What follows belongs to an exercise in optimizing a design on an open flow for small area and a short achievable clock period; a production flow would make more cautious choices.
In this exercise RTL edits were held to simulation tests only and were not proved equivalent to the original.
Power and IR drop assume default switching activity.

==> 01-21 <==
==> flow/design.v <==
`timescale 1ns/1ps
module pio_machine (
  input  logic                    clk,
  input  logic                    reset,
  input  logic                    en,
  input  logic [15:0]             div_int,
  input  logic [9:0]             wrap,        
  input  logic [23:0]            pin_cfg,     
  input  logic [1:0]             shift_cfg,   
  input  logic                    prog_we,
  input  logic [5-1:0]    prog_addr,
  input  logic [16-1:0] prog_data,
  input  logic [32-1:0]  input_pins,
  input  logic [32-1:0]  din,
  input  logic                    empty,
  input  logic                    full,
  output logic [5-1:0]    pc,
  output logic                    push,
  output logic                    pull,
  output logic [32-1:0]  dout,
  output logic [32-1:0]  output_pins,
  output logic [32-1:0]  pin_directions,
  output logic [32-1:0]  output_pins_stb
);
  logic [9:0]  wrap_r;
  logic [23:0] pin_cfg_r;
  logic [1:0]  shift_cfg_r;
  always_ff @(posedge clk) begin
    wrap_r      <= wrap;
    pin_cfg_r   <= pin_cfg;
    shift_cfg_r <= shift_cfg;
  end
  logic [4:0] wrap_top, wrap_target;
  logic [4:0] set_base, out_base, in_base;
  logic [2:0] set_count;
  logic [5:0] out_count;
  logic       in_right, out_right;
  assign {wrap_top, wrap_target} = wrap_r;
  assign {set_base, set_count, out_base, out_count, in_base} = pin_cfg_r;
  assign {in_right, out_right} = shift_cfg_r;
  function automatic logic [31:0] rotr(input logic [31:0] v, input logic [4:0] s);
    logic [31:0] t;
    t = v;
    if (s[0]) t = {t[0],     t[31:1]};
    if (s[1]) t = {t[1:0],   t[31:2]};
    if (s[2]) t = {t[3:0],   t[31:4]};
    if (s[3]) t = {t[7:0],   t[31:8]};
    if (s[4]) t = {t[15:0],  t[31:16]};
    rotr = t;
  endfunction
  function automatic logic [31:0] rotl(input logic [31:0] v, input logic [4:0] s);
    logic [31:0] t;
    t = v;
    if (s[0]) t = {t[30:0], t[31]};
    if (s[1]) t = {t[29:0], t[31:30]};
    if (s[2]) t = {t[27:0], t[31:28]};
    if (s[3]) t = {t[23:0], t[31:24]};
    if (s[4]) t = {t[15:0], t[31:16]};
    rotl = t;
  endfunction
  function automatic logic [31:0] therm(input logic [4:0] v);
    for (int i = 0; i < 32; i++) therm[i] = (5'(i) < v);
  endfunction
  logic [15:0] dcnt, dcnt_inc, dcnt_d;
  logic        tick, dwrap, dcnt_z;    
  assign dcnt_inc = dcnt + 16'd1;
  assign dwrap    = (dcnt_inc == div_int) || (div_int == 16'd0);
  assign tick     = en && dcnt_z;
  always_comb begin
    if (reset)   dcnt_d = '0;
    else if (en) dcnt_d = dwrap ? 16'd0 : dcnt_inc;
    else         dcnt_d = dcnt;
  end
  always_ff @(posedge clk) begin
    dcnt   <= dcnt_d;
    dcnt_z <= (dcnt_d == 16'd0);
  end
  logic [15:0] mem [32];
  logic [15:0] instr;
  logic [4:0]  pc_next, dly;
  logic        busy, go, stall, advance, jmp;
  logic [2:0] op, a;
  logic [4:0] b;
  assign op = instr[15:13];
  assign a  = instr[7:5];
  assign b  = instr[4:0];
  assign busy    = !dly_z;
  assign go      = tick && !busy;
  assign advance = go && !stall;
  logic [4:0] target;
  always_comb begin
    if (jmp)                 target = b;
    else if (pc == wrap_top) target = wrap_target;
    else                     target = pc + 5'd1;
  end
  always_comb begin
    if (reset)        pc_next = 5'd0;
    else if (advance) pc_next = target;
    else              pc_next = pc;
  end
  function automatic logic [9:0] amounts(input logic [15:0] w, input logic [23:0] pcfg,
                                         input logic [1:0] scfg);
    logic [2:0] wop, wa, wsel;
    logic [4:0] wb, sb, ob, ib, xa, xb;
    logic       w_out, w_in, w_mov, w_set, w_spins, w_rev, w_shr;
    wop = w[15:13]; wa = w[7:5]; wb = w[4:0];
    sb = pcfg[23:19]; ob = pcfg[15:11]; ib = pcfg[4:0];
    w_out = (wop == 3'd3);
    w_in  = (wop == 3'd2);
    w_mov = (wop == 3'd5);
    w_set = (wop == 3'd7);
    wsel  = w_mov ? wb[2:0] : wa;
    w_spins = (w_mov || w_in) && (wsel == 3'd0);
    w_rev = w_mov && (wb[4:3] == 2'd2);
    w_shr = w_out ? scfg[0] : scfg[1];
    if (w_out)        xa = scfg[0] ? 5'd0 : (5'd0 - wb);
    else if (w_spins) xa = w_rev ? (5'd0 - ib) : ib;
    else              xa = 5'd0;
    if (w_set)                                         xb = 5'd0 - sb;
    else if (w_out || (w_mov && wa == 3'd0))  xb = 5'd0 - ob;
    else if (w_in && scfg[1])                          xb = wb;
    else                                               xb = 5'd0;
    amounts = {5'(xa + xb), (w_shr ? wb : (5'd0 - wb))};
  endfunction
  logic [15:0] rd;
  logic [4:0]  vamt, samt;
  logic [4:0] raddr;
  logic       refresh, iload;
  assign raddr = reset ? 5'd0 : (refresh ? pc : target);
  assign rd    = mem[raddr];
  assign iload = reset || refresh || advance;
  always_ff @(posedge clk) begin
    if (prog_we) mem[prog_addr] <= prog_data;
    refresh <= prog_we;
    if (iload) begin
      instr        <= rd;
      {vamt, samt} <= amounts(rd, pin_cfg, shift_cfg);
    end
  end
  logic [4:0] dly_d;
  logic       dly_z;    
  always_comb begin
    if (reset)             dly_d = '0;
    else if (advance)      dly_d = instr[12:8];
    else if (tick && busy) dly_d = dly - 5'd1;
    else                   dly_d = dly;
  end
  always_ff @(posedge clk) begin
    if (reset) pc <= '0;
    else       pc <= pc_next;
    dly   <= dly_d;
    dly_z <= (dly_d == 5'd0);
  end
  logic is_jmp, is_in, is_out, is_pp, is_mov, is_set;
  assign is_jmp = (op == 3'd0);
  assign is_in  = (op == 3'd2);
  assign is_out = (op == 3'd3);
  assign is_pp  = (op == 3'd4);
  assign is_mov = (op == 3'd5);
  assign is_set = (op == 3'd7);
  logic pp_pull, pp_block;
  assign pp_pull  = instr[7];
  assign pp_block = instr[5];
  logic [31:0] lm, tm;      
  assign lm = (b == 5'd0) ? 32'hFFFF_FFFF : therm(b);
  always_comb for (int i = 0; i < 32; i++) tm[i] = lm[31-i];
  logic [31:0] x, y, isr, osr;
  logic [5:0]  osr_count;
  assign dout = isr;
  logic        dsel_y, dz;
  logic [31:0] dv, dvm1;
  assign dsel_y = (a == 3'd3) || (a == 3'd4);
  assign dv     = dsel_y ? y : x;
  assign dvm1   = dv - 32'd1;
  assign dz     = (dv == '0);
  logic cond;
  always_comb begin
    case (a)
      3'd0:       cond = 1'b1;
      3'd1, 3'd3: cond = dz;
      3'd2, 3'd4: cond = !dz;
      3'd5:       cond = (x != y);
      3'd7:       cond = !osr_count[5];    
      default:    cond = 1'b0;
    endcase
  end
  assign jmp = is_jmp && cond;
  assign stall = go && is_pp && pp_block && (pp_pull ? empty : full);
  logic pre_push, pre_pull;
  assign pre_push = dcnt_z && dly_z && is_pp && !pp_pull;
  assign pre_pull = dcnt_z && dly_z && is_pp && pp_pull;
  assign push     = en && !full && pre_push;
  assign pull     = en && !empty && pre_pull;
  logic [2:0] ssel;
  logic       spins;
  always_comb begin
    if (is_mov)     ssel = b[2:0];
    else if (is_pp) ssel = 3'd1;
    else            ssel = a;
  end
  assign spins = (ssel == 3'd0);
  logic [31:0] src_np, src;    
  always_comb begin
    case (ssel)
      3'd1:   src_np = x;
      3'd2:   src_np = y;
      3'd6: src_np = isr;
      3'd7: src_np = osr;
      default:      src_np = '0;
    endcase
  end
  assign src = spins ? input_pins : src_np;
  logic [1:0]  mop;
  logic [31:0] src_rev, mval;
  assign mop = is_mov ? b[4:3] : 2'd0;
  always_comb for (int i = 0; i < 32; i++) src_rev[i] = src[31-i];
  always_comb begin
    case (mop)
      2'd1:    mval = ~src;
      2'd2:    mval = src_rev;
      default: mval = src;
    endcase
  end
  logic        sh_right, mrg_pre;
  logic [31:0] rin, rout;
  assign sh_right = is_out ? out_right : in_right;
  assign mrg_pre  = in_right && (a != 3'd0);
  always_comb begin
    for (int i = 0; i < 32; i++)
      rin[i] = is_out ? osr[i] : ((mrg_pre && lm[i]) ? src_np[i] : isr[i]);
  end
  assign rout = rotr(rin, samt);
  logic [31:0] odata, osr_sh;
  assign odata  = lm & (out_right ? osr : rout);
  assign osr_sh = rout & ~(out_right ? tm : lm);
  logic [31:0] vin, vrot;
  always_comb begin
    if (is_set)      vin = {27'd0, b};
    else if (is_out) vin = osr;       
    else             vin = mval;
  end
  assign vrot = rotr(vin, vamt);
  logic [31:0] isr_sh, in_m, in_d;
  assign in_m = !in_right ? lm : ((a == 3'd0) ? tm : 32'd0);
  assign in_d = (a == 3'd0) ? vrot : src_np;
  always_comb
    for (int i = 0; i < 32; i++) isr_sh[i] = in_m[i] ? in_d[i] : rout[i];
  logic [31:0] res;
  always_comb begin
    if (is_set)                  res = {27'd0, b};
    else if (is_out)             res = odata;
    else if (is_pp && !empty)    res = din;
    else                         res = vrot;
  end
  logic x_dec, y_dec, x_ld, y_ld, isr_clr, isr_ld, isr_shift, osr_ld, osr_shift;
  logic wr_pins, wr_dirs;
  logic dst_ok;    
  assign dst_ok    = go && (is_set || is_mov || is_out);
  assign x_dec     = go && is_jmp && (a == 3'd2);
  assign y_dec     = go && is_jmp && (a == 3'd4);
  assign x_ld      = dst_ok && (a == 3'd1);
  assign y_ld      = dst_ok && (a == 3'd2);
  assign isr_ld    = go && (is_mov || is_out) && (a == 3'd6);
  assign isr_clr   = go && is_pp && !pp_pull && !(full && pp_block);
  assign isr_shift = go && is_in;
  assign osr_ld    = go && ((is_mov && a == 3'd7) ||
                            (is_pp && pp_pull && !(empty && pp_block)));
  assign osr_shift = go && is_out;
  assign wr_pins   = dst_ok && (a == 3'd0);
  assign wr_dirs   = go && (is_set || is_out) && (a == 3'd4);
  always_ff @(posedge clk) begin
    if (reset)      x <= '0;
    else if (x_dec) x <= dvm1;
    else if (x_ld)  x <= res;
  end
  always_ff @(posedge clk) begin
    if (reset)      y <= '0;
    else if (y_dec) y <= dvm1;
    else if (y_ld)  y <= res;
  end
  always_ff @(posedge clk) begin
    if (reset || isr_clr) isr <= '0;
    else if (isr_ld)      isr <= res;
    else if (isr_shift)   isr <= isr_sh;
  end
  logic [6:0] ocnt_sum;
  assign ocnt_sum = {1'b0, osr_count} + ((b == 5'd0) ? 7'd32 : {2'd0, b});
  always_ff @(posedge clk) begin
    if (reset) begin
      osr       <= '0;
      osr_count <= 6'd32;
    end else if (osr_ld) begin
      osr       <= res;
      osr_count <= '0;
    end else if (osr_shift) begin
      osr       <= osr_sh;
      osr_count <= (ocnt_sum > 7'd32) ? 6'd32 : ocnt_sum[5:0];
    end
  end
  logic [4:0]  wbase;
  logic [5:0]  wcnt;
  logic [5:0]  wend;
  logic [31:0] lb, le, win, pval;
  assign wbase = is_set ? set_base : out_base;
  assign wcnt  = is_set ? {3'd0, set_count} : (out_count[5] ? 6'd32 : out_count);
  assign wend  = {1'b0, wbase} + wcnt;
  assign lb    = therm(wbase);
  assign le    = therm(wend[4:0]);
  assign win   = wend[5] ? (~lb | le) : (le & ~lb);
  logic [5:0]  oend;
  logic [31:0] loe, owin;
  assign oend = {1'b0, out_base} + ((b == 5'd0) ? 6'd32 : {1'b0, b});
  assign loe  = therm(oend[4:0]);
  assign owin = oend[5] ? (~lb | loe) : (loe & ~lb);
  assign pval = is_out ? (vrot & owin) : vrot;
  always_ff @(posedge clk) begin
    if (reset) begin
      output_pins     <= '0;
      pin_directions  <= '0;
      output_pins_stb <= '0;
    end else begin
      if (wr_pins) output_pins    <= (output_pins & ~win) | (pval & win);
      if (wr_dirs) pin_directions <= (pin_directions & ~win) | (pval & win);
      output_pins_stb <= (wr_pins || wr_dirs) ? win : '0;
    end
  end
endmodule
==> flow/run.sh <==
#!/bin/bash
# synth_recipe.tcl (not shown) runs the flow's synth.tcl, then flattens the netlist and writes it again
# the make line also repeats each setting of config.mk as NAME=value (left out here)
make -C /OpenROAD-flow-scripts/flow DESIGN_CONFIG=/design/flow/config.mk WORK_HOME=/design/flow/orfs CLKGATE_MAP_FILE= SYNTH_SCRIPT=/design/flow/synth_recipe.tcl finish
==> flow/config.mk <==
export PLATFORM = sky130hd
export DESIGN_NAME = pio_machine
export DESIGN_NICKNAME = pio_machine
export VERILOG_FILES = /design/flow/design.v
export SDC_FILE = /design/flow/constraint.sdc
export NUM_CORES = 4
export LEC_CHECK = 0
export ABC_AREA = 1
export CAP_MARGIN = 20
export CORE_MARGIN = 2
export CORE_UTILIZATION = 40
export SETUP_SLACK_MARGIN = 5
export SLEW_MARGIN = 20
==> flow/constraint.sdc <==
create_clock -name core_clock -period 10.0 [get_ports {clk}]
set_input_delay 2.0000 -clock core_clock [delete_from_list [all_inputs] [get_ports {clk}]]
set_output_delay 2.0000 -clock core_clock [all_outputs]
set_load 0.01 [all_outputs]
==> inputs of 07-07, as changes to 01-21 <==
--- a/flow/design.v
+++ b/flow/design.v
@@ -24,11 +24,5 @@
 );
   logic [9:0]  wrap_r;
-  logic [23:0] pin_cfg_r;
-  logic [1:0]  shift_cfg_r;
-  always_ff @(posedge clk) begin
-    wrap_r      <= wrap;
-    pin_cfg_r   <= pin_cfg;
-    shift_cfg_r <= shift_cfg;
-  end
+  always_ff @(posedge clk) wrap_r <= wrap;
   logic [4:0] wrap_top, wrap_target;
   logic [4:0] set_base, out_base, in_base;
@@ -37,6 +31,6 @@
   logic       in_right, out_right;
   assign {wrap_top, wrap_target} = wrap_r;
-  assign {set_base, set_count, out_base, out_count, in_base} = pin_cfg_r;
-  assign {in_right, out_right} = shift_cfg_r;
+  assign {set_base, set_count, out_base, out_count, in_base} = pin_cfg;
+  assign {in_right, out_right} = shift_cfg;
   function automatic logic [31:0] rotr(input logic [31:0] v, input logic [4:0] s);
     logic [31:0] t;
@@ -99,5 +93,5 @@
     else              pc_next = pc;
   end
-  function automatic logic [9:0] amounts(input logic [15:0] w, input logic [23:0] pcfg,
+  function automatic logic [14:0] amounts(input logic [15:0] w, input logic [23:0] pcfg,
                                          input logic [1:0] scfg);
     logic [2:0] wop, wa, wsel;
@@ -117,12 +111,34 @@
     else if (w_spins) xa = w_rev ? (5'd0 - ib) : ib;
     else              xa = 5'd0;
-    if (w_set)                                         xb = 5'd0 - sb;
-    else if (w_out || (w_mov && wa == 3'd0))  xb = 5'd0 - ob;
-    else if (w_in && scfg[1])                          xb = wb;
-    else                                               xb = 5'd0;
-    amounts = {5'(xa + xb), (w_shr ? wb : (5'd0 - wb))};
+    if (w_set && (wa == 3'd0 || wa == 3'd4))      xb = 5'd0 - sb;
+    else if ((w_out && (wa == 3'd0 || wa == 3'd4)) ||
+             (w_mov && wa == 3'd0))                           xb = 5'd0 - ob;
+    else if (w_in && scfg[1] && w_spins)                               xb = wb;
+    else                                                               xb = 5'd0;
+    amounts = {xa, xb, (w_shr ? wb : (5'd0 - wb))};
+  endfunction
+  function automatic logic [12:0] selects(input logic [15:0] w, input logic [1:0] scfg);
+    logic [2:0] wop, wa, wsel;
+    logic       w_out, w_in, w_mov, w_set, w_pp;
+    wop = w[15:13]; wa = w[7:5];
+    w_out = (wop == 3'd3);
+    w_in  = (wop == 3'd2);
+    w_mov = (wop == 3'd5);
+    w_set = (wop == 3'd7);
+    w_pp  = (wop == 3'd4);
+    if (w_mov)     wsel = w[2:0];
+    else if (w_pp) wsel = 3'd1;
+    else           wsel = wa;
+    selects = {wsel == 3'd1, wsel == 3'd2, wsel == 3'd6,
+               wsel == 3'd7, wsel == 3'd0, w_pp,
+               w_mov && w[4:3] == 2'd1, w_mov && w[4:3] == 2'd2,
+               w_set, w_out,
+               scfg[1] && wa != 3'd0,
+               !scfg[1], scfg[1] && wa == 3'd0};
   endfunction
   logic [15:0] rd;
-  logic [4:0]  vamt, samt;
+  logic [4:0]  vamt_a, vamt_b, vamt, samt;
+  logic        s_x, s_y, s_isr, s_osr, s_pins, s_pp, s_inv, s_rev, s_set, s_out,
+               s_mrg, s_inl, s_inpt;
   logic [4:0] raddr;
   logic       refresh, iload;
@@ -135,5 +151,7 @@
     if (iload) begin
       instr        <= rd;
-      {vamt, samt} <= amounts(rd, pin_cfg, shift_cfg);
+      {vamt_a, vamt_b, samt} <= amounts(rd, pin_cfg, shift_cfg);
+      {s_x, s_y, s_isr, s_osr, s_pins, s_pp, s_inv, s_rev, s_set, s_out,
+       s_mrg, s_inl, s_inpt} <= selects(rd, shift_cfg);
     end
   end
@@ -192,65 +210,34 @@
   assign push     = en && !full && pre_push;
   assign pull     = en && !empty && pre_pull;
-  logic [2:0] ssel;
-  logic       spins;
+  logic [31:0] src_np, src, mval;
+  assign src_np = ({32{s_x}} & x) | ({32{s_y}} & y) | ({32{s_isr}} & isr) | ({32{s_osr}} & osr);
+  assign src    = s_pins ? input_pins : ((s_pp && !empty) ? din : src_np);
   always_comb begin
-    if (is_mov)     ssel = b[2:0];
-    else if (is_pp) ssel = 3'd1;
-    else            ssel = a;
-  end
-  assign spins = (ssel == 3'd0);
-  logic [31:0] src_np, src;    
-  always_comb begin
-    case (ssel)
-      3'd1:   src_np = x;
-      3'd2:   src_np = y;
-      3'd6: src_np = isr;
-      3'd7: src_np = osr;
-      default:      src_np = '0;
-    endcase
-  end
-  assign src = spins ? input_pins : src_np;
-  logic [1:0]  mop;
-  logic [31:0] src_rev, mval;
-  assign mop = is_mov ? b[4:3] : 2'd0;
-  always_comb for (int i = 0; i < 32; i++) src_rev[i] = src[31-i];
-  always_comb begin
-    case (mop)
-      2'd1:    mval = ~src;
-      2'd2:    mval = src_rev;
-      default: mval = src;
-    endcase
+    for (int i = 0; i < 32; i++)
+      mval[i] = s_rev ? src[31-i] : (src[i] ^ s_inv);
   end
-  logic        sh_right, mrg_pre;
   logic [31:0] rin, rout;
-  assign sh_right = is_out ? out_right : in_right;
-  assign mrg_pre  = in_right && (a != 3'd0);
   always_comb begin
     for (int i = 0; i < 32; i++)
-      rin[i] = is_out ? osr[i] : ((mrg_pre && lm[i]) ? src_np[i] : isr[i]);
+      rin[i] = s_out ? osr[i] : ((s_mrg && lm[i]) ? src_np[i] : isr[i]);
   end
   assign rout = rotr(rin, samt);
-  logic [31:0] odata, osr_sh;
-  assign odata  = lm & (out_right ? osr : rout);
+  logic [31:0] osr_sh;
   assign osr_sh = rout & ~(out_right ? tm : lm);
   logic [31:0] vin, vrot;
   always_comb begin
-    if (is_set)      vin = {27'd0, b};
-    else if (is_out) vin = osr;       
+    if (s_set)      vin = {27'd0, b};
+    else if (s_out) vin = osr & (out_right ? lm : tm);    
     else             vin = mval;
   end
+  assign vamt = vamt_a + vamt_b;
   assign vrot = rotr(vin, vamt);
   logic [31:0] isr_sh, in_m, in_d;
-  assign in_m = !in_right ? lm : ((a == 3'd0) ? tm : 32'd0);
-  assign in_d = (a == 3'd0) ? vrot : src_np;
+  assign in_m = s_inl ? lm : (s_inpt ? tm : 32'd0);
+  assign in_d = vrot;
   always_comb
     for (int i = 0; i < 32; i++) isr_sh[i] = in_m[i] ? in_d[i] : rout[i];
   logic [31:0] res;
-  always_comb begin
-    if (is_set)                  res = {27'd0, b};
-    else if (is_out)             res = odata;
-    else if (is_pp && !empty)    res = din;
-    else                         res = vrot;
-  end
+  assign res = vrot;
   logic x_dec, y_dec, x_ld, y_ld, isr_clr, isr_ld, isr_shift, osr_ld, osr_shift;
   logic wr_pins, wr_dirs;
@@ -308,10 +295,5 @@
   assign le    = therm(wend[4:0]);
   assign win   = wend[5] ? (~lb | le) : (le & ~lb);
-  logic [5:0]  oend;
-  logic [31:0] loe, owin;
-  assign oend = {1'b0, out_base} + ((b == 5'd0) ? 6'd32 : {1'b0, b});
-  assign loe  = therm(oend[4:0]);
-  assign owin = oend[5] ? (~lb | loe) : (loe & ~lb);
-  assign pval = is_out ? (vrot & owin) : vrot;
+  assign pval = vrot;
   always_ff @(posedge clk) begin
     if (reset) begin
Settings changed: CORE_UTILIZATION 40 to 55, CTS_BUF_LIST set to sky130_fd_sc_hd__clkbuf_8.
==> results.txt <==
metric	01-21	07-07
Count of mapped cells out of synthesis	6310	5707
Final non-clock buffer share	9.73%	8.22%
Fraction of layout instances using a drive strength above 1	12.4%	10.3%
Net Sw Frac	41.6%	40.6%
Result of the run	timing/DRC/antenna clean	timing/DRC/antenna clean
Final routed wire length divided by cell count	26.7 um	24.7 um
Yosys reg bits	827	824
Rel. slew slack	23.0%	16.8%
Wire length on met3	21000 um	17500 um
Fmax	0.176 GHz	0.200 GHz
Area fraction in compound gates after synthesis	13.4%	17.3%
Synthesis-to-finish area growth	24.1%	17.7%
Worst-Skew Late Latency	0.73 ns	0.85 ns
Clock buffer count in the final layout	124	146
Path length in cells of the critical path	39	7
Via total after detailed routing	49.5k	44.0k
Final period utilization	57.0%	49.9%
Distinct cells, synth	62	68
Drt via density	5.95	6.13
Core Util, Final	49.9%	65.5%
Power dissipated in sequential cells	3730 uW	3770 uW
# resized after CTS	318	142
Total number of multi-input combinational cells	4476	3970
Critical Path Fanout Max	7	2

[port drivers added, routing unchanged]
Ports are ideal in the flow. The routed layouts listed here were re-timed in OpenROAD.
Step 1, drivers: a clkbuf_16 drives clk and a buf_2 each remaining input, both assumed.
Step 2 also shifts input and output timing later by t, the mid clock arrival at the registers, as if the neighbouring blocks saw the same clock.
Three values: ideal, step 1, step 2; two values: the first two.
| run | t (ns) | setup slack, ns | worst setup path after step 2 | worst data-port slew with drivers (ns) |
|---|---|---|---|---|
| 01-21 | 0.786 | 4.304 / 4.304 / 3.834 | input to register | 0.10 |
| 07-07 | 0.881 | 5.012 / 4.971 / 4.252 | input to register | 0.13 |
After both steps setup and hold are still met in every run listed. The setup slack of 07-07, which loses most, moves by -0.041 ns with the drivers and by -0.760 ns with both steps.
